Context: an optimization exercise on an open-source flow, tuned for small area, a short achievable clock period and few clock cycles. The choices shown serve that exercise and are no tape-out recipe.
RTL that was checked went through simulation tests only; none was proved equivalent to the original.
For runs 2 and 3, only the layout was checked, not whether the RTL still works.
No activity file was given, so power comes from the tool's default toggle rates.

===== config.mk =====
export PLATFORM = sky130hd
export DESIGN_NAME = line_rasterizer_interpolated
export DESIGN_NICKNAME = line_rasterizer_interpolated
export VERILOG_FILES = /design/flow/design.v
export SDC_FILE = /design/flow/constraint.sdc
export NUM_CORES = 4
export LEC_CHECK = 0
export CAP_MARGIN = 20
export CORE_MARGIN = 2
export CORE_UTILIZATION = 40
export SETUP_SLACK_MARGIN = 4.0
export SLEW_MARGIN = 20

===== constraint.sdc =====
create_clock -name core_clock -period 7.5 [get_ports {aclk}]
set_input_delay 1.5000 -clock core_clock [delete_from_list [all_inputs] [get_ports {aclk}]]
set_output_delay 1.5000 -clock core_clock [all_outputs]
set_load 0.01 [all_outputs]

===== design.v =====
`default_nettype none
package lri_pkg;
    localparam int COLOR_W   = 32;
    localparam int CHAN_W    = 8;
    localparam int NUM_COLOR = 4;
endpackage
`default_nettype wire
`default_nettype none
module lri_divider #(
    parameter int DEN_W = 6
) (
    input  wire logic [DEN_W-1:0] r_in,
    input  wire logic [1:0]       bits,
    input  wire logic [DEN_W-1:0] den,
    input  wire logic [DEN_W+1:0] den3,
    output logic      [1:0]       q,
    output logic      [DEN_W-1:0] r_out
);
    logic [DEN_W+1:0] t;
    logic [DEN_W+2:0] d1, d2, d3;
    always_comb begin
        t  = {r_in, bits};
        d1 = {1'b0, t} - {3'b0, den};
        d2 = {1'b0, t} - {2'b0, den, 1'b0};
        d3 = {1'b0, t} - {1'b0, den3};
        if (!d3[DEN_W+2]) begin
            q     = 2'd3;
            r_out = d3[DEN_W-1:0];
        end else if (!d2[DEN_W+2]) begin
            q     = 2'd2;
            r_out = d2[DEN_W-1:0];
        end else if (!d1[DEN_W+2]) begin
            q     = 2'd1;
            r_out = d1[DEN_W-1:0];
        end else begin
            q     = 2'd0;
            r_out = t[DEN_W-1:0];
        end
    end
endmodule
`default_nettype wire
`default_nettype none
module lri_chan #(
    parameter int W = 16,
    parameter int C = 6
) (
    input  wire logic         aclk,
    input  wire logic [W-1:0] a_val,      
    input  wire logic [W-1:0] b_val,      
    input  wire logic         ld_diff,    
    input  wire logic         geo,        
    input  wire logic         geo_step,   
    input  wire logic         swap_c,     
    input  wire logic [2:0]   den_sm,     
    input  wire logic         int_en,     
    input  wire logic         z_en,       
    input  wire logic         z_bits,     
    input  wire logic [C-1:0] den,        
    input  wire logic [C+1:0] den3,       
    input  wire logic         den32,      
    input  wire logic         swap,       
    input  wire logic         n_load,     
    input  wire logic         stash,      
    input  wire logic         d_load,     
    input  wire logic         z_load,     
    input  wire logic         step,       
    output logic      [W-1:0] v           
);
    logic [W-1:0] q_reg;                  
    logic [C-1:0] r_reg;                  
    logic         dneg_reg;               
    logic         neg_reg;                
    logic [W-1:0] v_reg;
    logic [W-1:0] inc_reg;                
    logic [C-1:0] ra_reg;                 
    logic [C:0] rb_reg;            
    logic [C:0] fr_reg;            
    logic         wneg_reg;
    logic         zz_reg;
    logic         frz_reg;                
    logic [W:0]   diff;
    logic [1:0]   q0, qs;
    logic [C-1:0] r0, rs;
    logic [1:0]   sbits;
    logic [C-1:0] ra_n;
    logic [C:0] rb_n, fr_n, fr_nx;
    logic         z_n, carry;
    logic [W:0]   vsum;
    logic [W-1:0] fsel;
    assign diff  = {1'b0, b_val} - {1'b0, a_val};
    assign sbits = z_bits ? {dneg_reg, dneg_reg} : q_reg[W-1 -: 2];
    assign fsel  = swap ? b_val : a_val;
    always_comb begin
        q0 = '0;
        r0 = C'(q_reg[W-1 -: 2]);
        if (den_sm[0]) begin
            q0 = q_reg[W-1 -: 2];
            r0 = '0;
        end else if (den_sm[1]) begin
            q0 = {1'b0, q_reg[W-1]};
            r0 = C'(q_reg[W-2]);
        end else if (den_sm[2] && (q_reg[W-1 -: 2] == 2'd3)) begin
            q0 = 2'd1;
            r0 = '0;
        end
    end
    lri_divider #(.DEN_W(C)) u_step (
        .r_in (r_reg), .bits (sbits), .den (den), .den3 (den3),
        .q    (qs),    .r_out (rs)
    );
    always_comb begin
        ra_n  = r_reg + C'(dneg_reg);
        rb_n  = ({1'b0, ra_n}) - ({1'b0, den});
        fr_n  = neg_reg ? (({1'b0, ra_n}) - 7'd1) : rb_n;
        z_n   = !den32 && (r_reg != (swap ? (den - 1'b1) : '0));
        carry = !fr_reg[C] && !(zz_reg && frz_reg);
        fr_nx = fr_reg + (carry ? rb_reg : ({1'b0, ra_reg}));
        vsum  = {v_reg, 1'b1} + {inc_reg, carry ^ wneg_reg};
    end
    always_ff @(posedge aclk) begin
        if (ld_diff) begin
            dneg_reg <= diff[W];
            q_reg    <= diff[W-1:0] ^ {W{diff[W]}};
        end else if (geo) begin
            neg_reg <= dneg_reg ^ swap_c;
            if (geo_step)
                q_reg <= {q_reg[W-3:0], q0};
        end else if (int_en) begin
            q_reg <= {q_reg[W-3:0], qs};
        end
        if (geo)
            r_reg <= geo_step ? r0 : '0;
        else if (int_en || z_en)
            r_reg <= rs;
    end
    always_ff @(posedge aclk) begin
        if (n_load || stash) begin
            ra_reg   <= ra_n;
            rb_reg   <= rb_n;
            fr_reg   <= fr_n;
            frz_reg  <= fr_n == '0;
            wneg_reg <= neg_reg;
        end else if (step) begin
            fr_reg  <= fr_nx;
            frz_reg <= fr_nx == '0;
        end
        if (n_load || stash)
            zz_reg <= 1'b0;
        else if (z_load)
            zz_reg <= z_n && !wneg_reg;
        if (n_load || d_load)
            inc_reg <= q_reg ^ {W{neg_reg}};
        else if (stash)
            inc_reg <= fsel;
        if (n_load)
            v_reg <= fsel;
        else if (d_load)
            v_reg <= inc_reg;
        else if (step)
            v_reg <= vsum[W:1];
    end
    assign v = v_reg;
endmodule
module line_rasterizer_interpolated
#(
    parameter int COORD_BITS = 6,
    parameter int DEPTH_BITS = 16,
    parameter int FRAC_BITS  = 16
) (
    input  wire logic                 aclk,
    input  wire logic                 aresetn,
    input  wire logic                 s_tvalid,
    output logic                      s_tready,
    input  wire logic [((2*(2*COORD_BITS+DEPTH_BITS+32)+7)/8)*8-1:0] s_tdata,
    output logic                      m_tvalid,
    input  wire logic                 m_tready,
    output logic [((2*COORD_BITS+DEPTH_BITS+32+7)/8)*8-1:0] m_tdata,
    output logic                      m_tlast
);
    localparam int C      = COORD_BITS;
    localparam int CW     = lri_pkg::CHAN_W;
    localparam int NC     = lri_pkg::NUM_COLOR;
    localparam int PT_W   = 2*C + DEPTH_BITS + lri_pkg::COLOR_W;
    localparam int OUT_W  = ((2*C + DEPTH_BITS + NC*CW + 7) / 8) * 8;
    localparam int E_W    = C + 2;
    localparam int N_INT  = DEPTH_BITS/2 - 1;
    localparam int C_INT0 = N_INT - CW/2;      
    logic [C-1:0] xa, ya, xb, yb;
    assign xa = s_tdata[C-1:0];
    assign ya = s_tdata[2*C-1:C];
    assign xb = s_tdata[PT_W+C-1:PT_W];
    assign yb = s_tdata[PT_W+2*C-1:PT_W+C];
    logic st_idle, st_geo, st_int, st_rdy, st_z2, st_hold;
    logic [2:0] cnt_reg;
    logic       cint_reg;              
    logic [C-1:0] adx_reg, ady_reg;
    logic         xgt_reg, ygt_reg;
    logic [C-1:0] span_reg, nmin_reg;
    logic [C+1:0] span3_reg;
    logic         span32_reg, xmaj_reg, swap_reg, up_reg;
    logic         xmaj_c, swap_c, up_c;
    logic [C-1:0] span_c, nmin_c;
    logic [C+1:0] span3_c;
    logic [2:0]   span_sm;
    always_comb begin
        xmaj_c  = ady_reg < adx_reg;
        swap_c  = xmaj_c ? xgt_reg : ygt_reg;
        span_c  = xmaj_c ? adx_reg : ady_reg;
        nmin_c  = xmaj_c ? ady_reg : adx_reg;
        for (int k = 0; k < 3; k++)
            span_sm[k] = xmaj_c ? (adx_reg == C'(k+1)) : (ady_reg == C'(k+1));
        span3_c = xmaj_c ? ({2'b00, adx_reg} + {1'b0, adx_reg, 1'b0})
                         : ({2'b00, ady_reg} + {1'b0, ady_reg, 1'b0});
        up_c    = xmaj_c ? (swap_c ? ygt_reg : !ygt_reg)
                         : (swap_c ? xgt_reg : !xgt_reg);
    end
    logic vld_reg, last_reg, pend_reg;
    logic accept, take, n_load, stash, d_load, step, pend_clear;
    logic ld_diff, geo, int_d, int_c, z_en;
    logic zbits_reg, zload_reg;
    assign s_tready   = st_rdy && !pend_reg && (!vld_reg || last_reg);
    assign accept     = s_tvalid && s_tready;
    assign take       = vld_reg && m_tready;
    assign pend_clear = pend_reg && m_tready;
    assign n_load     = accept && (!vld_reg || m_tready);
    assign stash      = accept && vld_reg && !m_tready;
    assign d_load     = pend_clear;
    assign step       = take && !last_reg;
    assign ld_diff = st_idle || (st_z2 && (!pend_reg || pend_clear));
    assign geo     = st_geo;
    assign int_d   = st_int;
    assign int_c   = cint_reg;
    assign z_en    = (st_rdy && accept) || st_z2;
    always_ff @(posedge aclk) begin
        if (!aresetn) begin
            zbits_reg <= 1'b0;
            zload_reg <= 1'b0;
        end else begin
            zbits_reg <= (st_int && (cnt_reg == 3'(N_INT-1))) || st_rdy;
            zload_reg <= st_z2;
        end
    end
    logic z2_go, int_last;
    assign z2_go    = !pend_reg || pend_clear;
    assign int_last = cnt_reg == 3'(N_INT-1);
    always_ff @(posedge aclk) begin
        if (!aresetn) begin
            st_idle  <= 1'b1;
            st_geo   <= 1'b0;
            st_int   <= 1'b0;
            st_rdy   <= 1'b0;
            st_z2    <= 1'b0;
            st_hold  <= 1'b0;
            cnt_reg  <= '0;
            cint_reg <= 1'b0;
        end else begin
            st_idle  <= (st_idle && !s_tvalid) || (st_z2 && z2_go && !s_tvalid) ||
                        (st_hold && pend_clear);
            st_geo   <= (st_idle && s_tvalid) || (st_z2 && z2_go && s_tvalid);
            st_int   <= st_geo || (st_int && !int_last);
            st_rdy   <= (st_int && int_last) || (st_rdy && !accept);
            st_z2    <= st_rdy && accept;
            st_hold  <= (st_z2 && !z2_go) || (st_hold && !pend_clear);
            cnt_reg  <= st_int ? cnt_reg + 1'b1 : '0;
            cint_reg <= st_int && !int_last && (cnt_reg >= 3'(C_INT0-1));
        end
    end
    always_ff @(posedge aclk) begin
        if (ld_diff) begin
            xgt_reg <= xa > xb;
            ygt_reg <= ya > yb;
            adx_reg <= (xa > xb) ? (xa - xb) : (xb - xa);
            ady_reg <= (ya > yb) ? (ya - yb) : (yb - ya);
        end
        if (geo) begin
            span_reg   <= span_c;
            span3_reg  <= span3_c;
            span32_reg <= span_c == C'(32);
            nmin_reg   <= nmin_c;
            xmaj_reg   <= xmaj_c;
            swap_reg   <= swap_c;
            up_reg     <= up_c;
        end
    end
    logic [DEPTH_BITS-1:0] zv;
    logic [CW-1:0]         cv [NC];
    lri_chan #(.W(DEPTH_BITS), .C(C)) u_depth (
        .aclk     (aclk),
        .a_val    (s_tdata[2*C+DEPTH_BITS-1:2*C]),
        .b_val    (s_tdata[PT_W+2*C+DEPTH_BITS-1:PT_W+2*C]),
        .ld_diff  (ld_diff),  .geo (geo), .geo_step (1'b1),
        .swap_c   (swap_c),   .den_sm (span_sm),
        .int_en   (int_d),    .z_en (z_en),  .z_bits (zbits_reg),
        .den      (span_reg), .den3 (span3_reg), .den32 (span32_reg),
        .swap     (swap_reg),
        .n_load   (n_load),   .stash (stash), .d_load (d_load),
        .z_load   (zload_reg), .step (step),
        .v        (zv)
    );
    for (genvar k = 0; k < NC; k++) begin : g_col
        lri_chan #(.W(CW), .C(C)) u_col (
            .aclk     (aclk),
            .a_val    (s_tdata[PT_W-1-CW*k -: CW]),
            .b_val    (s_tdata[2*PT_W-1-CW*k -: CW]),
            .ld_diff  (ld_diff),  .geo (geo), .geo_step (1'b0),
            .swap_c   (swap_c),   .den_sm (span_sm),
            .int_en   (int_c),    .z_en (z_en),  .z_bits (zbits_reg),
            .den      (span_reg), .den3 (span3_reg), .den32 (span32_reg),
            .swap     (swap_reg),
            .n_load   (n_load),   .stash (stash), .d_load (d_load),
            .z_load   (zload_reg), .step (step),
            .v        (cv[k])
        );
    end
    logic             wxmaj_reg, wup_reg;
    logic [C-1:0]     x_reg, y_reg, left_reg;
    logic [E_W-1:0] e_reg;
    logic [C-1:0]     inca_reg;               
    logic [C:0] incb_reg;              
    logic [E_W-1:0] e_add;
    logic             mstep;
    logic [C-1:0]     xs0, ys0;
    always_comb begin
        xs0   = swap_reg ? xb : xa;
        ys0   = swap_reg ? yb : ya;
        e_add = e_reg + ({1'b0, inca_reg, 1'b0});
        mstep = !e_add[E_W-1];
    end
    always_ff @(posedge aclk) begin
        if (!aresetn) begin
            vld_reg  <= 1'b0;
            pend_reg <= 1'b0;
        end else begin
            if (accept)
                vld_reg <= 1'b1;
            else if (take && last_reg && !pend_reg)
                vld_reg <= 1'b0;
            if (stash)
                pend_reg <= 1'b1;
            else if (pend_clear)
                pend_reg <= 1'b0;
        end
    end
    always_ff @(posedge aclk) begin
        if (n_load || d_load) begin
            wxmaj_reg <= xmaj_reg;
            wup_reg   <= up_reg;
            left_reg  <= span_reg;
            last_reg  <= span_reg == '0;
            e_reg     <= E_W'(0) - E_W'(span_reg);
            inca_reg  <= nmin_reg;
            incb_reg  <= ({1'b0, nmin_reg}) - ({1'b0, span_reg});
        end else if (stash) begin
            left_reg  <= xs0;
            e_reg     <= E_W'(ys0);
        end else if (step) begin
            left_reg  <= left_reg - 1'b1;
            last_reg  <= left_reg == C'(1);
            e_reg     <= mstep ? (e_reg + ({incb_reg, 1'b0})) : e_add;
        end
        if (n_load) begin
            x_reg <= xs0;
            y_reg <= ys0;
        end else if (d_load) begin
            x_reg <= left_reg;
            y_reg <= e_reg[C-1:0];
        end else if (step) begin
            if (wxmaj_reg) begin
                x_reg <= x_reg + 1'b1;
                if (mstep)
                    y_reg <= wup_reg ? (y_reg + 1'b1) : (y_reg - 1'b1);
            end else begin
                y_reg <= y_reg + 1'b1;
                if (mstep)
                    x_reg <= wup_reg ? (x_reg + 1'b1) : (x_reg - 1'b1);
            end
        end
    end
    assign m_tvalid = vld_reg;
    assign m_tlast  = last_reg;
    assign m_tdata  = OUT_W'({cv[3], cv[2], cv[1], cv[0], zv, y_reg, x_reg});
endmodule
`default_nettype wire

===== run.sh =====
#!/bin/bash
# synth_recipe.tcl (not shown) runs the flow's synth.tcl, then flattens the netlist and writes it again
# the make line also repeats each setting of config.mk as NAME=value (left out here)
make -C /OpenROAD-flow-scripts/flow DESIGN_CONFIG=/design/flow/config.mk WORK_HOME=/design/flow/orfs CLKGATE_MAP_FILE= SYNTH_SCRIPT=/design/flow/synth_recipe.tcl finish

==> results of run 1 <==
## through the flow
step / power [W] / worst slack, ps
floorplan: 0.00428 / 3920
global placement: 0.00484 / 2990
detailed placement: 0.00486 / 2870
CTS: 0.00765 / 4000
global route: 0.00806 / 3940
finish: 0.00768 / 4060
## repair_timing
| action | CTS | global route |
|---|---|---|
| resized for setup | 63 | 105 |
| buffers inserted | 19 | 28 |
| pin swaps | 18 | 34 |
| cloned | 1 | 0 |
| hold endpoints to repair | 0 | 0 |
| setup endpoints to repair | 146 | 138 |
## layout make-up
class / instances / area (sq um) / area share (%)
Multi-Input combinational cell: 2552 / 19900 / 52.5
Inverter: 224 / 871 / 2.30
Timing Repair Buffer: 273 / 2580 / 6.82
Clock inverter: 30 / 479 / 1.27
Tap cell: 1050 / 1310 / 3.47
Antenna cell: 1 / 2.50 / 0.00661
Clock buffer: 64 / 1390 / 3.66
Sequential cell: 392 / 11300 / 30.0
## critical path, delay by kind of cell
kind	cells	cell delay, ps
simple gates	2	230
xor+xnor	2	320
compound gates	4	900
fa+ha+maj	1	310
buf+inv	2	530
## logic make-up (layout without fill, tap and decap cells)
family | count (synthesis) | count (layout) | share of synthesized area, %
xor+xnor | 374 | 374 | 10.3
simple gates | 747 | 747 | 11.0
flops | 392 | 392 | 35.5
mux | 182 | 182 | 5.94
other cells | 1 | 5 | 0.0118
buf+inv | 351 | 591 | 4.24
fa+ha+maj | 376 | 376 | 15.8
compound gates | 869 | 869 | 17.2
## power by group through the flow
stage	Clock (W)	Combinational, W	Sequential, W
2_1_floorplan	0	0.00157	0.00271
3_3_place_gp	0	0.00206	0.00278
6_report	0.00274	0.00221	0.00273
4_1_cts	0.00278	0.00214	0.00273
3_5_place_dp	0	0.00209	0.00278
5_1_grt	0.00286	0.00245	0.00274
## worst max-delay path by stage
| stage | startpoint | slack [ps] | end |
|---|---|---|---|
| floorplan | s_tdata[72] | 3920 | u_depth.q_reg[14] |
| global placement | s_tdata[0] | 2990 | adx_reg[5] |
| detailed placement | m_tready | 2870 | g_col[2].u_col.inc_reg[3] |
| CTS | zbits_reg | 4000 | g_col[1].u_col.r_reg[3] |
| global route | zbits_reg | 3940 | g_col[1].u_col.r_reg[3] |
| finish | s_tdata[18] | 4060 | u_depth.q_reg[13] |
## routing by layer
metal	routed length, microns	track usage (%)	up-vias
met5	0	0	-
met4	1480	4.33	0
met3	4970	2.72	89
met2	43100	36.7	586
met1	41800	30.0	12000
li1	-	-	12300
## layout by cell type (no fill, tap or decap), types with 20 or more instances in the layout
| master | synthesis | layout |
|---|---|---|
| o211ai_1 | 27 | 27 |
| inv_1 | 222 | 209 |
| nor2b_1 | 54 | 52 |
| o21ai_0 | 241 | 228 |
| ha_1 | 332 | 311 |
| xnor2_1 | 227 | 222 |
| dfxtp_1 | 43 | 41 |
| nand3_1 | 43 | 43 |
| edfxtp_1 | 349 | 349 |
| o21a_1 | 35 | 35 |
| nor2_1 | 187 | 186 |
| clkdlybuf4s50_1 | 0 | 149 |
| fa_1 | 44 | 38 |
| a21oi_1 | 242 | 232 |
| mux2i_1 | 126 | 120 |
| nand2_1 | 253 | 245 |
| clkbuf_16 | 0 | 53 |
| buf_4 | 4 | 73 |
| nor3_1 | 58 | 53 |
| a21o_1 | 98 | 98 |
| or3_1 | 20 | 20 |
| nand2b_1 | 43 | 43 |
| mux2_2 | 55 | 53 |
| o21bai_1 | 24 | 24 |
| a211oi_1 | 45 | 44 |
| xor2_1 | 146 | 142 |
==> impl_results.md, run 1 <==
* Status: complete, no violations
* Count leader, synth: edfxtp_1
* RSZ-0062 raised after global routing: true
* Antenna violation net count after detailed routing at 0
* Final hold violations at 0
* Die H at 286 microns
* Fmax at 291 MHz
* Initial Util at 40.4%
* Hold path startpoint: up_reg
* CTS tree: done
* Reg clk slew, reported paths at 60 ps
* Root buffer cell: clkbuf_16
* Switching power at 0.00240 W
* Worst hold-check path type: flop to flop
* Total gr overflow at 0
* Reg-to-Reg Start: zbits_reg
* Worst VDD drop at 184 uV
* Maximum fanout along the worst path at 5
* Kind of critical path: input pin to flop
* Setup TNS at 0 ps
* Internal Power at 0.00528 W
* Clock latency on the worst-skew pair at 620 ps
* Leading area contributor after synthesis: edfxtp_1
* Synth warnings at 5
* First-pass GRT wire length at 140,000 microns
* Worst R2R End: g_col[1].u_col.r_reg[3]
* Pwr dens at 203 nW/um^2
* Post-synth EDFFs at 349
* FF-to-FF setup slack at 4150 ps
* Sequential share of the synthesized area at 35.5%
* Critical path endpoint category: flop
* Asr flop ratio synth at 0%
* Fillers at 7,361
* 1st-iter DRT viols at 1,676
* Max clock buf depth at 3
* Mapped cell area at 31,900 sq um
* Worst-Margin Slew at 1150 ps
* Clk_skew at 18.1 ps
* Post-synth top cells: 349 x edfxtp_1, 332 x ha_1, 253 x nand2_1
* Post-synth cell types at 80
* CTS sink cnt at 392
* Worst Path Arrival at 3780 ps
* Clock share of power at 35.7%
* Die area at 82,000 sq um
* Area Growth Syn to Fin at 18.7%
* Largest net degree at the start of global routing at 97
* Core Util, Final at 48.0%
* # port buffers at 186
* Top_reg_cell synth: edfxtp_1
* GRT Util Overall at 21.8%
* Synth top area share at 32.8%
* Share of layout cells above drive strength 1 at 10.5%
* Die X at 286 microns
* Final count of pins violating max slew at 0
* Post-DR wirelength/cell at 19.9 microns
* Layout Nets at 3,993
* Slowest-stage cell, CP: clkdlybuf4s50_1
* Setup crit start kind: input pin
* Part of the power in registers at 35.6%
* Num CTS Buffers at 50
* Placed Cells at 4,443
* P_leak at 15.5 nW
* Site Rows at 103
* Avg Vias per Cell at 5.44
* Final Cycle Share at 45.9%
* First-pass DRT Iterations at 6
* Max-cap violation count at 0
* Hold path endpoint: wup_reg
* Final WL at 91,300 microns
* Worst hold path stage count at 0
* Area after DPL at 35,000 sq um
* Post-route design area at 37,900 sq um
* WP data required at 7840 ps
* Via count at 25,000
* Dpl hpwl at 66,200 microns
* Layout Cells excl Fill at 4,586
* CP max stage delay at 480 ps
* Mapped Cells at 3,292
* Power share of the combinational group at 28.7%
* Hold WS at 440 ps
* Initial antenna violation count at 1
* Max-slew headroom at 23.4%
* Net Sw Frac at 31.3%
* Tmin final at 3440 ps
* Crit path cell chain: clkdlybuf4s50_1 -> inv_1 -> ha_2 -> a21oi_1 -> nand2b_1 -> o32ai_4 -> nor3_2 -> a221oi_2 -> xnor2_1 -> xnor2_1 -> o21ai_0
* Remaining DRCs at 0
* Synth Register Bits at 392
* Synth top area cells: edfxtp_1 33%, ha_1 13%, xnor2_1 6.2%
* Vias in the first global route at 24,200
* RD Place Congestion at 0.901
* Most common cell on crit path: xnor2_1
* Avg Cell Area, Syn at 9.69 sq um
* Core ar. at 79,000 sq um
* H-tree levels at 2
* Reg2reg path depth at 12
* CTS Hold Buffers Added at 0
* I/O pins at 191
* # setup viols final at 0
Testbench counts, summed over its fixed seeds: cycles 38,956.
==> inputs of run 2 (changes only) <==
--- a/design.v
+++ b/design.v
@@ -56,6 +56,7 @@
     input  wire logic         z_en,       
     input  wire logic         z_bits,     
     input  wire logic [C-1:0] den,        
+    input  wire logic [C-1:0] denm1,      
     input  wire logic [C+1:0] den3,       
     input  wire logic         den32,      
     input  wire logic         swap,       
@@ -112,7 +113,7 @@
         ra_n  = r_reg + C'(dneg_reg);
         rb_n  = ({1'b0, ra_n}) - ({1'b0, den});
         fr_n  = neg_reg ? (({1'b0, ra_n}) - 7'd1) : rb_n;
-        z_n   = !den32 && (r_reg != (swap ? (den - 1'b1) : '0));
+        z_n   = !den32 && (r_reg != (swap ? denm1 : '0));
         carry = !fr_reg[C] && !(zz_reg && frz_reg);
         fr_nx = fr_reg + (carry ? rb_reg : ({1'b0, ra_reg}));
         vsum  = {v_reg, 1'b1} + {inc_reg, carry ^ wneg_reg};
@@ -195,7 +196,7 @@
     logic       cint_reg;              
     logic [C-1:0] adx_reg, ady_reg;
     logic         xgt_reg, ygt_reg;
-    logic [C-1:0] span_reg, nmin_reg;
+    logic [C-1:0] span_reg, spanm1_reg, nmin_reg;
     logic [C+1:0] span3_reg;
     logic         span32_reg, xmaj_reg, swap_reg, up_reg;
     logic         xmaj_c, swap_c, up_c;
@@ -209,8 +210,7 @@
         nmin_c  = xmaj_c ? ady_reg : adx_reg;
         for (int k = 0; k < 3; k++)
             span_sm[k] = xmaj_c ? (adx_reg == C'(k+1)) : (ady_reg == C'(k+1));
-        span3_c = xmaj_c ? ({2'b00, adx_reg} + {1'b0, adx_reg, 1'b0})
-                         : ({2'b00, ady_reg} + {1'b0, ady_reg, 1'b0});
+        span3_c = {2'b00, span_c} + {1'b0, span_c, 1'b0};
         up_c    = xmaj_c ? (swap_c ? ygt_reg : !ygt_reg)
                          : (swap_c ? xgt_reg : !xgt_reg);
     end
@@ -274,6 +274,7 @@
         end
         if (geo) begin
             span_reg   <= span_c;
+            spanm1_reg <= span_c - 1'b1;
             span3_reg  <= span3_c;
             span32_reg <= span_c == C'(32);
             nmin_reg   <= nmin_c;
@@ -291,7 +292,7 @@
         .ld_diff  (ld_diff),  .geo (geo), .geo_step (1'b1),
         .swap_c   (swap_c),   .den_sm (span_sm),
         .int_en   (int_d),    .z_en (z_en),  .z_bits (zbits_reg),
-        .den      (span_reg), .den3 (span3_reg), .den32 (span32_reg),
+        .den      (span_reg), .den3 (span3_reg), .den32 (span32_reg), .denm1 (spanm1_reg),
         .swap     (swap_reg),
         .n_load   (n_load),   .stash (stash), .d_load (d_load),
         .z_load   (zload_reg), .step (step),
@@ -305,7 +306,7 @@
             .ld_diff  (ld_diff),  .geo (geo), .geo_step (1'b0),
             .swap_c   (swap_c),   .den_sm (span_sm),
             .int_en   (int_c),    .z_en (z_en),  .z_bits (zbits_reg),
-            .den      (span_reg), .den3 (span3_reg), .den32 (span32_reg),
+            .den      (span_reg), .den3 (span3_reg), .den32 (span32_reg), .denm1 (spanm1_reg),
             .swap     (swap_reg),
             .n_load   (n_load),   .stash (stash), .d_load (d_load),
             .z_load   (zload_reg), .step (step),
==> impl_results.md, run 2 <==
* Worst Path Arrival at 3850 ps (was 3780 ps)
* Layout Nets at 4,020 (was 3,993)
* Total gr overflow at 0 (unchanged)
* Post-synth cell types at 81 (was 80)
* Core ar. at 79,300 sq um (was 79,000 sq um)
* Post-DR wirelength/cell at 19.6 microns (was 19.9 microns)
* Setup crit start kind: input pin (unchanged)
* Kind of critical path: input pin to flop (unchanged)
* Mapped cell area at 32,200 sq um (was 31,900 sq um)
* Leading area contributor after synthesis: edfxtp_1 (unchanged)
* Tmin final at 3490 ps (was 3440 ps)
* # setup viols final at 0 (unchanged)
* Vias in the first global route at 23,600 (was 24,200)
* GRT Util Overall at 21.1% (was 21.8%)
* Clk_skew at 28.4 ps (was 18.1 ps)
* Die H at 288 microns (was 286 microns)
* Initial Util at 40.6% (was 40.4%)
* CTS tree: done (unchanged)
* Dpl hpwl at 65,600 microns (was 66,200 microns)
* First-pass DRT Iterations at 5 (was 6)
* Final worst setup slack at 4010 ps (was 4060 ps)
* Reg area at 11,500 sq um (was 11,300 sq um)
* Status: complete, no violations (unchanged)
* Top sig layer: met4 (unchanged)
* Crit path cell chain: clkdlybuf4s50_1 -> ha_2 -> fa_2 -> nor2b_1 -> o21a_1 -> o21ai_2 -> a21oi_4 -> mux2_4 -> a221oi_2 -> o21ai_1 -> xor2_1 (was clkdlybuf4s50_1 -> inv_1 -> ha_2 -> a21oi_1 -> nand2b_1 -> o32ai_4 -> nor3_2 -> a221oi_2 -> xnor2_1 -> xnor2_1 -> o21ai_0)
* Met2 wire len at 41,600 microns (was 43,100 microns)
* Final hold violations at 0 (unchanged)
* Antenna violation net count after detailed routing at 0 (unchanged)
* Asr flop ratio synth at 0% (unchanged)
* Slowest-stage cell, CP: clkdlybuf4s50_1 (unchanged)
* I/O pins at 191 (unchanged)
* First-pass GRT wire length at 136,000 microns (was 140,000 microns)
* Via count at 25,000 (about the same)
* Die area at 82,700 sq um (was 82,000 sq um)
* Remaining DRCs at 0 (unchanged)
* Max-slew headroom at 31.3% (was 23.4%)
* Synth Register Bits at 398 (was 392)
* Multi-input logic area at 20,100 sq um (was 19,900 sq um)
* Reg clk slew, reported paths at 60 ps (about the same)
* Critical path endpoint category: flop (unchanged)
* WP data required at 7850 ps (was 7840 ps)
* DRT met1 WL at 41,300 microns (was 41,800 microns)
* Worst hold-check path type: flop to flop (unchanged)
* Num CTS Buffers at 49 (was 50)
* WP buf/inv at 1 (was 2)
* Largest net degree at the start of global routing at 82 (was 97)
* CTS sink cnt at 398 (was 392)
* Met3 WL at 4790 microns (was 4970 microns)
* Mapped Cells at 3,334 (was 3,292)
* Commonest non-fill, non-tap cells in the layout: 355 x edfxtp_1, 310 x ha_1, 235 x a21oi_1, 233 x nor2_1, 222 x inv_1 (was 349 x edfxtp_1, 311 x ha_1, 245 x nand2_1, 232 x a21oi_1, 228 x o21ai_0)
* RSZ-0062 raised after global routing: true (unchanged)
* Root buffer cell: clkbuf_16 (unchanged)
* Post-synth top cells: 355 x edfxtp_1, 330 x ha_1, 255 x a21oi_1 (was 349 x edfxtp_1, 332 x ha_1, 253 x nand2_1)
* Maximum fanout along the worst path at 4 (was 5)
* Hold WS at 414 ps (was 440 ps)
* Fmax at 286 MHz (was 291 MHz)
* H-tree levels at 2 (unchanged)
* Synth warnings at 5 (unchanged)
* Commonest non-fill, non-tap cell in the layout: edfxtp_1 (unchanged)
* Worst-Margin Slew at 1030 ps (was 1150 ps)
* Worst VDD drop at 171 uV (was 184 uV)
* Synth top area share at 33.1% (was 32.8%)
* P_leak at 15.6 nW (was 15.5 nW)
* Top_reg_cell synth: edfxtp_1 (unchanged)
* Final count of pins violating max slew at 0 (unchanged)
* Setup TNS at 0 ps (unchanged)
* Avg Vias per Cell at 5.43 (was 5.44)
* Area Growth Syn to Fin at 18.5% (was 18.7%)
* 1st-iter DRT viols at 1,736 (was 1,676)
* Critical path's top delay family: compound AO/OA/AOI/OAI gates (unchanged)
* Share of layout cells above drive strength 1 at 10.2% (was 10.5%)
* Max-cap violation count at 0 (unchanged)
* Post-synth EDFFs at 355 (was 349)
* Final Cycle Share at 46.6% (was 45.9%)
* # port buffers at 186 (unchanged)
* Sequential share of the synthesized area at 35.8% (was 35.5%)
* Initial antenna violation count at 3 (was 1)
* Die X at 288 microns (was 286 microns)
* Site Rows at 103 (unchanged)
* Final WL at 90,300 microns (was 91,300 microns)
* Pwr dens at 205 nW/um^2 (was 203 nW/um^2)
* Count leader, synth: edfxtp_1 (unchanged)
* Synth top area cells: edfxtp_1 33%, ha_1 13%, xnor2_1 6.3% (was edfxtp_1 33%, ha_1 13%, xnor2_1 6.2%)
* Avg Cell Area, Syn at 9.65 sq um (was 9.69 sq um)
* CP max stage delay at 450 ps (was 480 ps)
* Pre-CTS WS at 2620 ps (was 2870 ps)
* Clock latency on the worst-skew pair at 600 ps (was 620 ps)
* Max clock buf depth at 3 (unchanged)
* RD Place Congestion at 0.858 (was 0.901)
* Fillers at 7,394 (was 7,361)
[run 2: cell types whose count changed after synthesis, moves of 19 or more]
cell	change
o21ai_0	-78
o21ai_1	+56
nor2_1	+49
nand2_1	-28
mux2i_1	+21
xor2_1	-19
[run 2: power breakdown]
part	leakage, nW	total (W)	internal, W	switching [W]
Combinational	11.3	0.00257	0.00118	0.00139
Sequential	3.57	0.00284	0.00265	0.000186
Clock	0.773	0.00241	0.00141	0.000999
[run 2: area by class of cell]
cell class | count | area share, %
diodes | 1 | 0.00657
clock inverters | 28 | 0.749
repair buffers | 270 | 6.92
multi-input cells | 2572 | 52.7
inverters | 233 | 2.45
flip-flops and latches | 398 | 30.3
well taps | 1050 | 3.45
clock buffers | 62 | 3.45
[run 2: cell families (layout without fill, tap and decap cells)]
kind of cell               Yosys count  after routing  share of synthesized area (%)
AOI/OAI and AO/OA                  852            852                           16.6
xor gates and xnor gates           360            360                           9.83
adders and majority gates          373            373                           15.5
buffers and inverters              367            593                           4.35
DFF                                398            398                           35.8
muxes                              204            204                           6.62
other                                1              5                         0.0117
and+or+nand+nor                    779            779                           11.3
[run 2: repair_timing]
action,4_1_cts,5_1_grt
gates cloned,0,2
gates resized for setup,64,115
pin swaps,16,39
setup endpoints to repair,276,171
endpoints found under the hold margin,0,0
hold buffers,0,0
setup buffers,28,22
[run 2: final timing paths]
| kind | start | endpoint | slack, ps | depth (start not counted) |
|---|---|---|---|---|
| setup reg to reg | g_col[1].u_col.dneg_reg | g_col[1].u_col.frz_reg | 4160 | 12 |
| hold reg to reg | up_reg | wup_reg | 410 | 0 |
| hold / removal | up_reg | wup_reg | 410 | 0 |
| setup / recovery | s_tdata[60] | adx_reg[5] | 4010 | 11 |
[run 2: metrics by stage]
stage | instance area, sq um | power (W) | instances | util, %
global route | 38100 | 0.00825 | 4613 | 48.1
global placement | 35300 | 0.00526 | 4470 | 44.5
detailed placement | 35300 | 0.00529 | 4471 | 44.5
finish | 38100 | 0.00782 | 4614 | 48.1
floorplan | 32400 | 0.00465 | 3337 | -
CTS | 37300 | 0.00777 | 4589 | 47.1
[run 2: metal layers]
metal / track usage (%) / vias to the layer above
li1: - / 12400
met1: 29.4 / 11900
met2: 33.8 / 609
met3: 2.93 / 132
met4: 6.69 / 0
met5: 0 / -
==> inputs of run 3 (changes only) <==
--- a/config.mk
+++ b/config.mk
@@ -8,5 +8,5 @@
 export CAP_MARGIN = 20
 export CORE_MARGIN = 2
 export CORE_UTILIZATION = 40
-export SETUP_SLACK_MARGIN = 4.0
+export SETUP_SLACK_MARGIN = 4.2
 export SLEW_MARGIN = 20
==> impl_results.md, run 3 <==
* Hold path startpoint: up_reg (unchanged)
* # port buffers at 186 (unchanged)
* Synth Register Bits at 398 (unchanged)
* Vias in the first global route at 24,500 (was 23,600)
* H-tree levels at 2 (unchanged)
* Worst hold path stage count at 0 (unchanged)
* First-pass DRT Iterations at 5 (unchanged)
* Reg clk slew, reported paths at 60 ps (about the same)
* Die H at 288 microns (unchanged)
* Post-DR wirelength/cell at 19.6 microns (about the same)
* Fmax at 299 MHz (was 286 MHz)
* Pwr dens at 204 nW/um^2 (was 205 nW/um^2)
* Largest net degree at the start of global routing at 80 (was 82)
* Avg Cell Area, Syn at 9.65 sq um (unchanged)
* Max clock buf depth at 3 (unchanged)
* Critical path endpoint category: flop (unchanged)
* Post-synth cell types at 81 (unchanged)
* Worst R2R End: u_depth.q_reg[1] (was g_col[1].u_col.frz_reg)
* Setup crit start kind: input pin (unchanged)
* Count leader, synth: edfxtp_1 (unchanged)
* Worst hold-check path type: flop to flop (unchanged)
* Final WL at 91,500 microns (was 90,300 microns)
* P_leak at 16.1 nW (was 15.6 nW)
* RD Place Congestion at 0.845 (was 0.858)
* Most common cell on crit path: buf_4
* Remaining DRCs at 0 (unchanged)
* Avg Vias per Cell at 5.41 (was 5.43)
* Clk_skew at 28.7 ps (was 28.4 ps)
* Multi-input logic area at 20,800 sq um (was 20,100 sq um)
* Critical path's top delay family: adder cells (was compound AO/OA/AOI/OAI gates)
* 1st-iter DRT viols at 1,493 (was 1,736)
* Pre-CTS WS at 2570 ps (was 2620 ps)
* Commonest non-fill, non-tap cell in the layout: edfxtp_1 (unchanged)
* WP buf/inv at 4 (was 1)
* Die area at 82,700 sq um (unchanged)
* Hold path endpoint: wup_reg (unchanged)
* Dpl hpwl at 64,700 microns (was 65,600 microns)
* Core ar. at 79,300 sq um (unchanged)
* Initial Util at 40.6% (unchanged)
* CTS Hold Buffers Added at 0 (unchanged)
* Mapped cell area at 32,200 sq um (unchanged)
* Sequential share of the synthesized area at 35.8% (unchanged)
* Asr flop ratio synth at 0% (unchanged)
* Mapped Cells at 3,334 (unchanged)
* Maximum fanout along the worst path at 2 (was 4)
* Synth top area share at 33.1% (unchanged)
* Via count at 25,300 (was 25,000)
* Final Cycle Share at 44.6% (was 46.6%)
* Status: complete, no violations (unchanged)
* Post-synth EDFFs at 355 (unchanged)
* Synth top area cells: edfxtp_1 33%, ha_1 13%, xnor2_1 6.3% (unchanged)
* FF-to-FF setup slack at 4310 ps (was 4160 ps)
* RSZ-0062 raised after global routing: true (unchanged)
* Area Growth Syn to Fin at 22.2% (was 18.5%)
* Final worst setup slack at 4160 ps (was 4010 ps)
* Fillers at 7,291 (was 7,394)
* Die X at 288 microns (unchanged)
* Worst Path Arrival at 3680 ps (was 3850 ps)
* CTS sink cnt at 398 (unchanged)
* Share of layout cells above drive strength 1 at 14.2% (was 10.2%)
* Antenna violation net count after detailed routing at 0 (unchanged)
* Slowest-stage cell, CP: fa_2 (was clkdlybuf4s50_1)
* Tmin final at 3340 ps (was 3490 ps)
* GRT Util Overall at 21.3% (was 21.1%)
* Initial antenna violation count at 4 (was 3)
* Kind of critical path: input pin to flop (unchanged)
* WP data required at 7830 ps (was 7850 ps)
* Root buffer cell: clkbuf_16 (unchanged)
* Setup TNS at 0 ps (unchanged)
* Reg area at 11,500 sq um (about the same)
* Post-synth top cells: 355 x edfxtp_1, 330 x ha_1, 255 x a21oi_1 (unchanged)
* Max-cap violation count at 0 (unchanged)
* Max-slew headroom at 25.1% (was 31.3%)
* Commonest non-fill, non-tap cells in the layout: 355 x edfxtp_1, 292 x ha_1, 233 x nor2_1, 222 x a21oi_1, 220 x nand2_1 (was 355 x edfxtp_1, 310 x ha_1, 235 x a21oi_1, 233 x nor2_1, 222 x inv_1)
* Reg-to-Reg Start: u_depth.dneg_reg (was g_col[1].u_col.dneg_reg)
* Reg2reg path depth at 11 (was 12)
* Clock latency on the worst-skew pair at 600 ps (about the same)
* Site Rows at 103 (unchanged)
* I/O pins at 191 (unchanged)
* CTS tree: done (unchanged)
* # setup viols final at 0 (unchanged)
* Worst VDD drop at 172 uV (was 171 uV)
* Synth warnings at 5 (unchanged)
* Crit path cell chain: buf_12 -> inv_12 -> ha_4 -> fa_2 -> nand2b_4 -> a211oi_4 -> nor3_2 -> buf_4 -> buf_4 -> nor2_1 -> a21o_1 -> xor2_1 -> xnor2_2 -> a21oi_1 (was clkdlybuf4s50_1 -> ha_2 -> fa_2 -> nor2b_1 -> o21a_1 -> o21ai_2 -> a21oi_4 -> mux2_4 -> a221oi_2 -> o21ai_1 -> xor2_1)
* Final count of pins violating max slew at 0 (unchanged)
* CP max stage delay at 360 ps (was 450 ps)
* Final hold violations at 0 (unchanged)
* Num CTS Buffers at 48 (was 49)
* Layout Nets at 4,076 (was 4,020)
* Total gr overflow at 0 (unchanged)
* Leading area contributor after synthesis: edfxtp_1 (unchanged)
* Top_reg_cell synth: edfxtp_1 (unchanged)
* Worst-Margin Slew at 1120 ps (was 1030 ps)
* First-pass GRT wire length at 138,000 microns (was 136,000 microns)
[run 3: cell counts after synthesis]
Identical to the previous run, type by type.
[run 3: cell type report]
class,count,area share (%)
timing repair inverter,1,0.0191
tap,1050,3.34
multi-input combinational,2574,52.8
inverter,233,2.48
timing repair buffer,324,7.96
clock buffer,60,3.30
sequential,398,29.3
antenna,3,0.0191
clock inverter,29,0.732
[run 3: logic make-up (layout without fill, tap and decap cells)]
| logic type | after synthesis | count (layout) | share of synthesized area (%) |
|---|---|---|---|
| AO/OA/AOI/OAI | 852 | 852 | 16.6 |
| AND/OR/NAND/NOR | 779 | 781 | 11.3 |
| flip-flops | 398 | 398 | 35.8 |
| adder cells (fa/ha/maj) | 373 | 373 | 15.5 |
| buffers and inverters | 367 | 647 | 4.35 |
| XOR/XNOR | 360 | 360 | 9.83 |
| multiplexers | 204 | 204 | 6.62 |
| other | 1 | 7 | 0.0117 |
[run 3: layer usage]
metal | track usage, % | up-vias | routed length [microns]
met1 | 28.5 | 12100 | 41200
met4 | 7.70 | 2 | 3080
met5 | 0 | - | 10
met3 | 3.05 | 144 | 4280
met2 | 34.8 | 558 | 42900
li1 | - | 12500 | -
[run 3: per-stage QoR]
stage	total power (W)	area, sq um	std cells	hold slack, ps	util [%]
after CTS	0.00786	38200	4620	419	48.2
after detailed placement	0.00533	35500	4468	405	44.8
after global placement	0.00530	35500	4468	408	44.8
final	0.00802	39300	4672	421	49.6
after global routing	0.00844	39300	4672	429	49.6
after floorplan	0.00468	32700	3337	400	-
[run 3: power breakdown]
group | internal [W] | switching, W
registers | 0.00265 | 0.000181
logic | 0.00130 | 0.00150
clock network | 0.00140 | 0.000988
total | 0.00535 | 0.00267
[run 3: worst max path at each step]
stage,start,end,slack [ps],depth (start not counted)
2_1_floorplan,s_tdata[72],u_depth.q_reg[5],3800,12
5_1_grt,s_tdata[72],u_depth.q_reg[12],4060,14
4_1_cts,s_tdata[60],adx_reg[5],4020,11
3_3_place_gp,s_tdata[0],adx_reg[5],2570,12
6_report,s_tdata[72],u_depth.q_reg[12],4160,14
3_5_place_dp,s_tdata[0],adx_reg[5],2570,12
[run 3: what timing repair did]
item / CTS / global route
pin swaps: 52 / 67
buffers inserted: 60 / 47
gates cloned: 3 / 2
endpoints found under the setup margin: 328 / 245
gates resized for setup: 175 / 162
==> inputs of run 4 (changes only) <==
--- a/design.v
+++ b/design.v
@@ -125,9 +125,9 @@
         end else if (geo) begin
             neg_reg <= dneg_reg ^ swap_c;
             if (geo_step)
-                q_reg <= {q_reg[W-3:0], q0};
+                q_reg <= {q_reg[W-3:0], q0 ^ {2{dneg_reg ^ swap_c}}};
         end else if (int_en) begin
-            q_reg <= {q_reg[W-3:0], qs};
+            q_reg <= {q_reg[W-3:0], qs ^ {2{neg_reg}}};
         end
         if (geo)
             r_reg <= geo_step ? r0 : '0;
@@ -150,7 +150,7 @@
         else if (z_load)
             zz_reg <= z_n && !wneg_reg;
         if (n_load || d_load)
-            inc_reg <= q_reg ^ {W{neg_reg}};
+            inc_reg <= q_reg;
         else if (stash)
             inc_reg <= fsel;
         if (n_load)
--- a/config.mk
+++ b/config.mk
@@ -8,5 +8,5 @@
 export CAP_MARGIN = 20
 export CORE_MARGIN = 2
 export CORE_UTILIZATION = 40
-export SETUP_SLACK_MARGIN = 4.2
+export SETUP_SLACK_MARGIN = 4.1
 export SLEW_MARGIN = 20
==> impl_results.md, run 4 <==
* Status: complete, no violations (unchanged)
* Core ar. at 77,700 sq um (was 79,300 sq um)
* Top_reg_cell synth: edfxtp_1 (unchanged)
* Root buffer cell: clkbuf_16 (unchanged)
* Worst Path Arrival at 3740 ps (was 3680 ps)
* Layout Nets at 4,030 (was 4,076)
* Synth warnings at 5 (unchanged)
* Die area at 81,000 sq um (was 82,700 sq um)
* Sequential share of the synthesized area at 36.6% (was 35.8%)
* Count leader, synth: edfxtp_1 (unchanged)
* 1st-iter DRT viols at 1,834 (was 1,493)
* Pre-CTS WS at 2410 ps (was 2570 ps)
* I/O pins at 191 (unchanged)
* First-pass DRT Iterations at 5 (unchanged)
* Fmax at 294 MHz (was 299 MHz)
* Leading area contributor after synthesis: edfxtp_1 (unchanged)
* Synth Register Bits at 398 (unchanged)
* Via count at 24,800 (was 25,300)
* Tmin final at 3400 ps (was 3340 ps)
* P_leak at 16.3 nW (was 16.1 nW)
* Remaining DRCs at 0 (unchanged)
* Setup TNS at 0 ps (unchanged)
* Commonest non-fill, non-tap cells in the layout: 355 x edfxtp_1, 291 x ha_1, 224 x nand2_1, 216 x inv_1, 209 x a21oi_1 (was 355 x edfxtp_1, 292 x ha_1, 233 x nor2_1, 222 x a21oi_1, 220 x nand2_1)
* Vias in the first global route at 24,000 (was 24,500)
* Final worst setup slack at 4100 ps (was 4160 ps)
* Post-synth EDFFs at 355 (unchanged)
* # port buffers at 186 (unchanged)
* Dpl hpwl at 63,600 microns (was 64,700 microns)
* Commonest non-fill, non-tap cell in the layout: edfxtp_1 (unchanged)
* Synth top area share at 33.8% (was 33.1%)
* Avg Vias per Cell at 5.38 (was 5.41)
* Final WL at 90,400 microns (was 91,500 microns)
* Initial antenna violation count at 1 (was 4)
* Clock latency on the worst-skew pair at 610 ps (was 600 ps)
* Mapped Cells at 3,233 (was 3,334)
* H-tree levels at 2 (unchanged)
* Post-DR wirelength/cell at 19.6 microns (about the same)
* Initial Util at 40.5% (was 40.6%)
* RSZ-0062 raised after global routing: true (unchanged)
* Worst hold-check path type: flop to flop (unchanged)
* Core Util, Final at 50.1% (was 49.6%)
* Die H at 285 microns (was 288 microns)
* Synth top area cells: edfxtp_1 34%, ha_1 13%, xnor2_1 6.6% (was edfxtp_1 33%, ha_1 13%, xnor2_1 6.3%)
* Num CTS Buffers at 48 (unchanged)
* Post-route design area at 38,900 sq um (was 39,300 sq um)
* Die X at 285 microns (was 288 microns)
* Largest net degree at the start of global routing at 92 (was 80)
* Max clock buf depth at 3 (unchanged)
* Final count of pins violating max slew at 0 (unchanged)
* Post-synth cell types at 70 (was 81)
* CTS tree: done (unchanged)
* Clk_skew at 41.3 ps (was 28.7 ps)
* Fillers at 7,017 (was 7,291)
* Site Rows at 102 (was 103)
* Max-cap violation count at 0 (unchanged)
* Mapped cell area at 31,500 sq um (was 32,200 sq um)
* Area Growth Syn to Fin at 23.6% (was 22.2%)
* Worst VDD drop at 157 uV (was 172 uV)
* Final Cycle Share at 45.3% (was 44.6%)
* Reg clk slew, reported paths at 60 ps (about the same)
* Avg Cell Area, Syn at 9.75 sq um (was 9.65 sq um)
* RD Place Congestion at 0.871 (was 0.845)
* Setup crit start kind: flop (was input pin)
* Final hold violations at 0 (unchanged)
* # setup viols final at 0 (unchanged)
* CTS sink cnt at 398 (unchanged)
* GRT Util Overall at 21.4% (was 21.3%)
* Asr flop ratio synth at 0% (unchanged)
* WP data required at 7840 ps (was 7830 ps)
* Area after DPL at 34,800 sq um (was 35,500 sq um)
* CTS Hold Buffers Added at 0 (unchanged)
* Maximum fanout along the worst path at 8 (was 2)
* Post-synth top cells: 355 x edfxtp_1, 334 x ha_1, 242 x inv_1 (was 355 x edfxtp_1, 330 x ha_1, 255 x a21oi_1)
* Kind of critical path: flop to flop (was input pin to flop)
* Pwr dens at 202 nW/um^2 (was 204 nW/um^2)
* Critical path endpoint category: flop (unchanged)
* Total gr overflow at 0 (unchanged)
* Share of layout cells above drive strength 1 at 16.3% (was 14.2%)
* Worst-Margin Slew at 1060 ps (was 1120 ps)
* First-pass GRT wire length at 137,000 microns (was 138,000 microns)
* Max-slew headroom at 29.3% (was 25.1%)
* Antenna violation net count after detailed routing at 0 (unchanged)
[run 4: changes by cell type after synthesis, moves of 18 or more]
cell	delta
nor3_1	-20
a21o_1	+23
o21ai_1	-52
o21ai_0	+73
xor2_1	-36
a21boi_1	-18
nor2_1	-45
o21a_1	-19
[run 4: layout make-up]
cell class	instances	area (sq um)	area share (%)
antenna	2	5.00	0.0129
clock buffer	65	1290	3.30
clock inverter	25	245	0.630
inverter	242	988	2.54
multi-input combinational	2474	20200	51.8
sequential	398	11500	29.6
tap	1040	1300	3.34
timing repair buffer	364	3390	8.70
timing repair inverter	1	7.51	0.0193
[run 4: cell families after synthesis]
family / count (synthesis) / share of synthesized area (%)
other cells: 1 / 0.0119
buf+inv: 370 / 4.52
fa+ha+maj: 377 / 16.0
mux: 203 / 6.69
flops: 398 / 36.6
xor+xnor: 330 / 9.26
compound gates: 830 / 16.3
simple gates: 724 / 10.7
[run 4: metrics by stage]
step	hold WS [ps]	total power, W	cells
floorplan	400	0.00448	3236
global placement	412	0.00506	4361
detailed placement	415	0.00508	4361
CTS	427	0.00759	4507
global route	443	0.00828	4610
finish	423	0.00786	4611
[run 4: per-layer routing]
layer / up-vias / wire length (microns) / global-route usage (%)
li1: 12200 / - / -
met1: 12000 / 42100 / 30.1
met2: 558 / 42000 / 34.8
met3: 118 / 4110 / 2.50
met4: 0 / 2200 / 5.68
met5: - / 0 / 0
[run 4: final timing paths]
check | from | endpoint | slack, ps | depth (start not counted)
setup / recovery | g_col[2].u_col.dneg_reg | g_col[2].u_col.q_reg[1] | 4100 | 14
hold / removal | xmaj_reg | wxmaj_reg | 420 | 0
setup reg to reg | g_col[2].u_col.dneg_reg | g_col[2].u_col.q_reg[1] | 4100 | 14
hold reg to reg | xmaj_reg | wxmaj_reg | 420 | 0
[run 4: power by group]
part	switching, W	leakage, nW	internal (W)	total, W
Clock	0.000992	0.731	0.00131	0.00231
Combinational	0.00142	12.0	0.00132	0.00274
Sequential	0.000166	3.58	0.00264	0.00281
[run 4: what timing repair did]
action	4_1_cts	5_1_grt
endpoints found under the hold margin	0	0
resized for setup	203	181
setup endpoints to repair	277	157
pin swaps	43	106
cloned	5	3
setup buffers	51	99
[run 4: critical path: stages (launching register included)]
cell	delay, ps
edfxtp_1	490
buf_4	190
mux2i_4	190
ha_2	230
inv_4	50
fa_2	360
a21o_1	170
a21oi_2	140
o21bai_1	100
a21o_1	180
a211o_1	270
and2_4	200
or3_4	340
a21oi_4	180
a21oi_2	50
Testbench counts of run 4, summed over its fixed seeds: cycles 38,956.
==> inputs of run 5 (changes only) <==
--- a/config.mk
+++ b/config.mk
@@ -8,5 +8,7 @@
 export CAP_MARGIN = 20
 export CORE_MARGIN = 2
 export CORE_UTILIZATION = 40
+export CTS_CLUSTER_DIAMETER = 80
+export CTS_CLUSTER_SIZE = 24
 export SETUP_SLACK_MARGIN = 4.1
 export SLEW_MARGIN = 20
==> impl_results.md, run 5 <==
* Hold WS at 430 ps (was 423 ps)
* Tmin final at 3390 ps (was 3400 ps)
* Dpl hpwl at 63,600 microns (unchanged)
* Vias in the first global route at 24,100 (was 24,000)
* Final Cycle Share at 45.3% (about the same)
* Max-cap violation count at 0 (unchanged)
* Max-slew headroom at 30.1% (was 29.3%)
* Pre-CTS WS at 2410 ps (unchanged)
* WP data required at 7860 ps (was 7840 ps)
* Synth Register Bits at 398 (unchanged)
* Worst-Margin Slew at 1040 ps (was 1060 ps)
* Post-synth EDFFs at 355 (unchanged)
* CTS tree: done (unchanged)
* Leading area contributor after synthesis: edfxtp_1 (unchanged)
* First-pass DRT Iterations at 6 (was 5)
* Die X at 285 microns (unchanged)
* Setup TNS at 0 ps (unchanged)
* Count leader, synth: edfxtp_1 (unchanged)
* Clock latency on the worst-skew pair at 630 ps (was 610 ps)
* Reg clk slew, reported paths at 90 ps (was 60 ps)
* Max clock buf depth at 3 (unchanged)
* CTS sink cnt at 398 (unchanged)
* Worst VDD drop at 202 uV (was 157 uV)
* Total power at 0.00733 W (was 0.00786 W)
* Worst Setup SP: ady_reg[1] (was g_col[2].u_col.dneg_reg)
* Status: complete, no violations (unchanged)
* Die area at 81,000 sq um (unchanged)
* Kind of critical path: flop to flop (unchanged)
* RD Place Congestion at 0.871 (unchanged)
* Fmax at 295 MHz (was 294 MHz)
* Mapped Cells at 3,233 (unchanged)
* Total gr overflow at 0 (unchanged)
* Final WL at 89,300 microns (was 90,400 microns)
* Synth top area share at 33.8% (unchanged)
* Worst hold path stage count at 0 (unchanged)
* Avg Vias per Cell at 5.39 (was 5.38)
* Root buffer cell: clkbuf_16 (unchanged)
* Final count of pins violating max slew at 0 (unchanged)
* Initial antenna violation count at 2 (was 1)
* Die H at 285 microns (unchanged)
* Area Growth Syn to Fin at 21.5% (was 23.6%)
* RSZ-0062 raised after global routing: true (unchanged)
* I/O pins at 191 (unchanged)
* Hold path startpoint: up_reg (was xmaj_reg)
* Maximum fanout along the worst path at 8 (unchanged)
* Final worst setup slack at 4110 ps (was 4100 ps)
* Worst hold-check path type: flop to flop (unchanged)
* Post-synth cell types at 70 (unchanged)
* Worst Path Arrival at 3750 ps (was 3740 ps)
* Layout Nets at 3,997 (was 4,030)
* Post-synth top cells: 355 x edfxtp_1, 334 x ha_1, 242 x inv_1 (unchanged)
* Share of layout cells above drive strength 1 at 15.1% (was 16.3%)
* First-pass GRT wire length at 137,000 microns (about the same)
* Avg Cell Area, Syn at 9.75 sq um (unchanged)
* Reg-to-Reg Start: ady_reg[1] (was g_col[2].u_col.dneg_reg)
* # setup viols final at 0 (unchanged)
* Remaining DRCs at 0 (unchanged)
* Sequential share of the synthesized area at 36.6% (unchanged)
* P_leak at 15.9 nW (was 16.3 nW)
* Top_reg_cell synth: edfxtp_1 (unchanged)
* Clk_skew at 23.7 ps (was 41.3 ps)
* Post-DR wirelength/cell at 19.6 microns (about the same)
* Via count at 24,600 (was 24,800)
* Antenna violation net count after detailed routing at 0 (unchanged)
* Initial Util at 40.5% (unchanged)
* Final hold violations at 0 (unchanged)
* Synth warnings at 5 (unchanged)
* Mapped cell area at 31,500 sq um (unchanged)
* Asr flop ratio synth at 0% (unchanged)
* CTS Hold Buffers Added at 0 (unchanged)
* Core ar. at 77,700 sq um (unchanged)
* Commonest non-fill, non-tap cells in the layout: 355 x edfxtp_1, 295 x ha_1, 224 x nand2_1, 219 x inv_1, 213 x a21oi_1 (was 355 x edfxtp_1, 291 x ha_1, 224 x nand2_1, 216 x inv_1, 209 x a21oi_1)
* 1st-iter DRT viols at 1,769 (was 1,834)
* Pwr dens at 192 nW/um^2 (was 202 nW/um^2)
* Reg2reg path depth at 14 (unchanged)
* Largest net degree at the start of global routing at 92 (unchanged)
* Num CTS Buffers at 31 (was 48)
* Setup crit start kind: flop (unchanged)
* Synth top area cells: edfxtp_1 34%, ha_1 13%, xnor2_1 6.6% (unchanged)
* Site Rows at 102 (unchanged)
* H-tree levels at 1 (was 2)
* Commonest non-fill, non-tap cell in the layout: edfxtp_1 (unchanged)
* GRT Util Overall at 21.3% (was 21.4%)
* Critical path endpoint category: flop (unchanged)
* # port buffers at 186 (unchanged)
[run 5: cell families after synthesis]
family | count (synthesis) | synth area share [%]
fa+ha+maj | 377 | 16.0
xor+xnor | 330 | 9.26
other cells | 1 | 0.0119
buf+inv | 370 | 4.52
mux | 203 | 6.69
flops | 398 | 36.6
compound gates | 830 | 16.3
simple gates | 724 | 10.7
[run 5: final timing paths]
path                           end  slack (ps)
setup / recovery  u_depth.q_reg[1]        4110
hold / removal             wup_reg         430
setup reg to reg  u_depth.q_reg[1]        4110
hold reg to reg            wup_reg         430
[run 5: what timing repair did]
action	in CTS	in global routing
pin swaps	60	94
gates resized for setup	194	153
setup endpoints to repair	274	199
hold endpoints to repair	0	0
cloned	5	3
buffers inserted	66	68
[run 5: routing by layer]
metal | GRT usage [%] | wire length (microns) | vias to the layer above
met1 | 30.0 | 41400 | 11800
met2 | 34.9 | 41500 | 549
li1 | - | - | 12100
met3 | 2.10 | 4020 | 102
met4 | 5.57 | 2300 | 2
met5 | 0 | 16 | -
[run 5: worst max-delay path: stages (launching register included)]
cell and delay (ps):
edfxtp_1 420, ha_1 310, a21o_1 160, a21o_1 170, a211o_1 280, a21oi_4 160, buf_12 160, buf_12 110
mux2i_4 310, ha_2 250, nand2_2 100, nor2_1 130, xnor3_1 270, mux2i_4 210, mux2i_1 100
[run 5: where the power goes]
part	switching (W)	leakage (nW)	internal [W]
Clock	0.000970	0.551	0.000920
Sequential	0.000172	3.58	0.00264
Combinational	0.00138	11.8	0.00125
Total	0.00253	15.9	0.00481
[run 5: through the flow]
stage	instances	util (%)	instance area (sq um)
after CTS	4490	47.8	37200
after global placement	4361	44.8	34800
after global routing	4562	49.2	38300
after floorplan	3236	-	32000
final	4565	49.3	38300
after detailed placement	4361	44.8	34800
[run 5: layout make-up]
| type | count | area (sq um) |
|---|---|---|
| diodes | 4 | 10.0 |
| well taps | 1040 | 1300 |
| clock inverters | 26 | 350 |
| repair inverters | 1 | 7.51 |
| multi-input cells | 2474 | 20100 |
| inverters | 242 | 986 |
| repair buffers | 348 | 3250 |
| clock buffers | 32 | 779 |
| flip-flops and latches | 398 | 11500 |
| fillers | 7116 | 39400 |
==> inputs of run 6 (changes only) <==
--- a/config.mk
+++ b/config.mk
@@ -8,7 +8,8 @@
 export CAP_MARGIN = 20
 export CORE_MARGIN = 2
 export CORE_UTILIZATION = 40
-export CTS_CLUSTER_DIAMETER = 80
-export CTS_CLUSTER_SIZE = 24
+export CTS_BUF_LIST = sky130_fd_sc_hd__clkbuf_8
+export CTS_CLUSTER_DIAMETER = 60
+export CTS_CLUSTER_SIZE = 16
 export SETUP_SLACK_MARGIN = 4.1
 export SLEW_MARGIN = 20
==> impl_results.md, run 6 <==
* Reg-to-Reg Start: ady_reg[1] (unchanged)
* Num CTS Buffers at 45 (was 31)
* Worst R2R End: u_depth.q_reg[0] (was u_depth.q_reg[1])
* P_leak at 15.9 nW (about the same)
* Final count of pins violating max slew at 0 (unchanged)
* Final Cycle Share at 45.0% (was 45.3%)
* GRT Util Overall at 21.3% (about the same)
* Synth top area share at 33.8% (unchanged)
* Layout Nets at 4,007 (was 3,997)
* CTS tree: done (unchanged)
* Synth top area cells: edfxtp_1 34%, ha_1 13%, xnor2_1 6.6% (unchanged)
* Worst hold path stage count at 0 (unchanged)
* Fmax at 296 MHz (was 295 MHz)
* Worst-Margin Slew at 958 ps (was 1040 ps)
* Post-synth cell types at 70 (unchanged)
* Reg area at 11,500 sq um (about the same)
* Sequential share of the synthesized area at 36.6% (unchanged)
* FF-to-FF setup slack at 4130 ps (was 4110 ps)
* Top_reg_cell synth: edfxtp_1 (unchanged)
* Total power at 0.00715 W (was 0.00733 W)
* Setup crit start kind: input pin (was flop)
* Asr flop ratio synth at 0% (unchanged)
* Synth Register Bits at 398 (unchanged)
* Hold path endpoint: wxmaj_reg (was wup_reg)
* Area Growth Syn to Fin at 21.2% (was 21.5%)
* Commonest non-fill, non-tap cell in the layout: edfxtp_1 (unchanged)
* First-pass GRT wire length at 137,000 microns (about the same)
* Placed Cells at 4,361 (unchanged)
* Max-cap violation count at 0 (unchanged)
* Post-synth top cells: 355 x edfxtp_1, 334 x ha_1, 242 x inv_1 (unchanged)
* Layout Cells excl Fill at 4,583 (was 4,565)
* Reg clk slew, reported paths at 100 ps (was 90 ps)
* Kind of critical path: input pin to flop (was flop to flop)
* Pwr dens at 187 nW/um^2 (was 192 nW/um^2)
* Site Rows at 102 (unchanged)
* Die area at 81,000 sq um (unchanged)
* H-tree levels at 2 (was 1)
* Tmin final at 3380 ps (was 3390 ps)
* CTS sink cnt at 398 (unchanged)
* RSZ-0062 raised after global routing: true (unchanged)
* Commonest non-fill, non-tap cells in the layout: 355 x edfxtp_1, 295 x ha_1, 225 x nand2_1, 220 x inv_1, 207 x a21oi_1 (was 355 x edfxtp_1, 295 x ha_1, 224 x nand2_1, 219 x inv_1, 213 x a21oi_1)
* Hold WS at 422 ps (was 430 ps)
* Multi-input logic area at 20,100 sq um (about the same)
* Status: complete, no violations (unchanged)
* Hold path startpoint: xmaj_reg (was up_reg)
* Largest net degree at the start of global routing at 92 (unchanged)
* Clock latency on the worst-skew pair at 680 ps (was 630 ps)
* Max-slew headroom at 36.1% (was 30.1%)
* Setup TNS at 0 ps (unchanged)
* Mapped Cells at 3,233 (unchanged)
* Via count at 24,700 (was 24,600)
* Die H at 285 microns (unchanged)
* Reg2reg path depth at 14 (unchanged)
* Avg Vias per Cell at 5.38 (was 5.39)
* Final WL at 89,500 microns (was 89,300 microns)
* Share of layout cells above drive strength 1 at 15.8% (was 15.1%)
* Antenna violation net count after detailed routing at 0 (unchanged)
* Mapped cell area at 31,500 sq um (unchanged)
* Post-DR wirelength/cell at 19.5 microns (was 19.6 microns)
* Dpl hpwl at 63,600 microns (unchanged)
* Worst Path Arrival at 3800 ps (was 3750 ps)
* Root buffer cell: clkbuf_8 (was clkbuf_16)
* Synth warnings at 5 (unchanged)
* Initial Util at 40.5% (unchanged)
* Remaining DRCs at 0 (unchanged)
* Max clock buf depth at 3 (unchanged)
* Total gr overflow at 0 (unchanged)
* Count leader, synth: edfxtp_1 (unchanged)
* WP data required at 7930 ps (was 7860 ps)
* Leading area contributor after synthesis: edfxtp_1 (unchanged)
* Core ar. at 77,700 sq um (unchanged)
* Initial antenna violation count at 3 (was 2)
* Fillers at 7,111 (was 7,116)
* Slowest-stage cell, CP: fa_2 (was edfxtp_1)
* Avg Cell Area, Syn at 9.75 sq um (unchanged)
* Die X at 285 microns (unchanged)
* Crit path cell chain: buf_8 -> inv_4 -> ha_4 -> fa_2 -> nor2b_1 -> o21a_1 -> o21ai_2 -> a21oi_4 -> mux2i_1 -> a221o_1 -> a221oi_2 -> o21ai_1 -> xor2_1 (was ha_1 -> a21o_1 -> a21o_1 -> a211o_1 -> a21oi_4 -> buf_12 -> buf_12 -> mux2i_4 -> ha_2 -> nand2_2 -> nor2_1 -> xnor3_1 -> mux2i_4 -> mux2i_1)
* Maximum fanout along the worst path at 4 (was 8)
* Vias in the first global route at 23,900 (was 24,100)
* CP max stage delay at 390 ps (was 420 ps)
* First-pass DRT Iterations at 6 (unchanged)
* # port buffers at 186 (unchanged)
* Final hold violations at 0 (unchanged)
* Clk_skew at 62.0 ps (was 23.7 ps)
* Worst VDD drop at 142 uV (was 202 uV)
* # setup viols final at 0 (unchanged)
* Post-synth EDFFs at 355 (unchanged)
* Worst Setup SP: s_tdata[0] (was ady_reg[1])
* RD Place Congestion at 0.871 (unchanged)
* I/O pins at 191 (unchanged)
* 1st-iter DRT viols at 1,735 (was 1,769)
* Critical path endpoint category: flop (unchanged)
* Worst hold-check path type: flop to flop (unchanged)
run 6: cell counts after synthesis:
No cell type changed its count.
run 6: repair_timing:
item / 4_1_cts / 5_1_grt
gates cloned: 3 / 4
pin swaps: 48 / 102
gates resized for setup: 163 / 176
setup buffers: 54 / 77
hold buffers: 0 / 0
setup endpoints to repair: 266 / 192
run 6: how the worst max path moves through the flow:
stage                     slack [ps]  cells past startpoint          endpoint
after floorplan                 3740                     13  u_depth.q_reg[6]
after global placement          2530                     13        ady_reg[5]
after detailed placement        2410                      9          e_reg[1]
after CTS                       4020                     16  u_depth.q_reg[0]
after global routing            4020                     14  u_depth.q_reg[0]
final                           4120                     13        adx_reg[5]
run 6: cell families after synthesis:
logic type	synth area share (%)
multiplexers	6.69
other	0.0119
buffers and inverters	4.52
AO/OA/AOI/OAI	16.3
XOR/XNOR	9.26
flip-flops	36.6
adder cells (fa/ha/maj)	16.0
AND/OR/NAND/NOR	10.7
run 6: where the power goes:
group          switching, W  internal (W)  leakage (nW)
Clock              0.000962      0.000762         0.517
Sequential         0.000172       0.00264          3.58
Combinational       0.00138       0.00124          11.8
run 6: per-layer routing:
| layer | global-route usage (%) | vias to the layer above | part of all wire (%) |
|---|---|---|---|
| li1 | - | 12100 | - |
| met1 | 29.8 | 11900 | 47 |
| met2 | 34.8 | 564 | 46 |
| met3 | 2.39 | 104 | 4.5 |
| met4 | 5.97 | 0 | 2.5 |
| met5 | 0 | - | 0 |
run 6: critical path: cells and delay by family:
kind,cells,cell delay [ps]
compound gates,6,1220
xor+xnor,1,160
fa+ha+maj,2,550
buf+inv,2,110
mux,1,110
simple gates,1,140
run 6: final cells by class:
type | count | area share [%]
repair buffers | 345 | 8.46
repair inverters | 1 | 0.0197
inverters | 242 | 2.58
flip-flops and latches | 398 | 30.2
clock buffers | 46 | 1.66
diodes | 2 | 0.0131
multi-input cells | 2473 | 52.7
well taps | 1040 | 3.41
clock inverters | 36 | 1.00
run 6: through the flow:
step | utilization, % | cell area [sq um] | worst slack (ps)
6_report | 49.1 | 38200 | 4120
5_1_grt | 49.1 | 38200 | 4020
4_1_cts | 47.5 | 36900 | 4020
3_5_place_dp | 44.8 | 34800 | 2410
3_3_place_gp | 44.8 | 34800 | 2530
2_1_floorplan | - | 32000 | 3740

## static timing again, ports no longer ideal
How much do the figures lean on ideal ports? The routed layouts below were timed once more, with nothing changed but the port constraints. Step 1 assumes that a clkbuf_16 drives the clock port and a buf_2 every other input. Step 2 adds t to the input delays and takes it off the output delays; t is the mean of the earliest and latest rising clock arrival at the registers after step 1. Input paths then give back, and output paths get back, about the clock's delay inside the block. Three values: ideal, step 1, step 2; two values: the first two.
run | t (ns) | setup WS [ns] | worst setup path at the end | slew at the worst register clock pin (ns)
run 1 | 0.669 | 4.061 / 4.091 / 3.430 | input to register | 0.07 / 0.07
run 2 | 0.648 | 4.006 / 4.046 / 3.398 | input to register | 0.07 / 0.07
run 3 | 0.646 | 4.157 / 4.149 / 3.503 | input to register | 0.06 / 0.06
run 4 | 0.657 | 4.102 / 4.076 / 3.457 | input to register | 0.06 / 0.06
run 5 | 0.676 | 4.106 / 4.106 / 3.462 | input to register | 0.10 / 0.10
run 6 | 0.715 | 4.123 / 4.098 / 3.414 | input to register | 0.11 / 0.11
After both steps setup and hold are still met in every run listed. The setup slack of run 6, which loses most, moves by -0.025 ns with the drivers and by -0.709 ns with both steps.
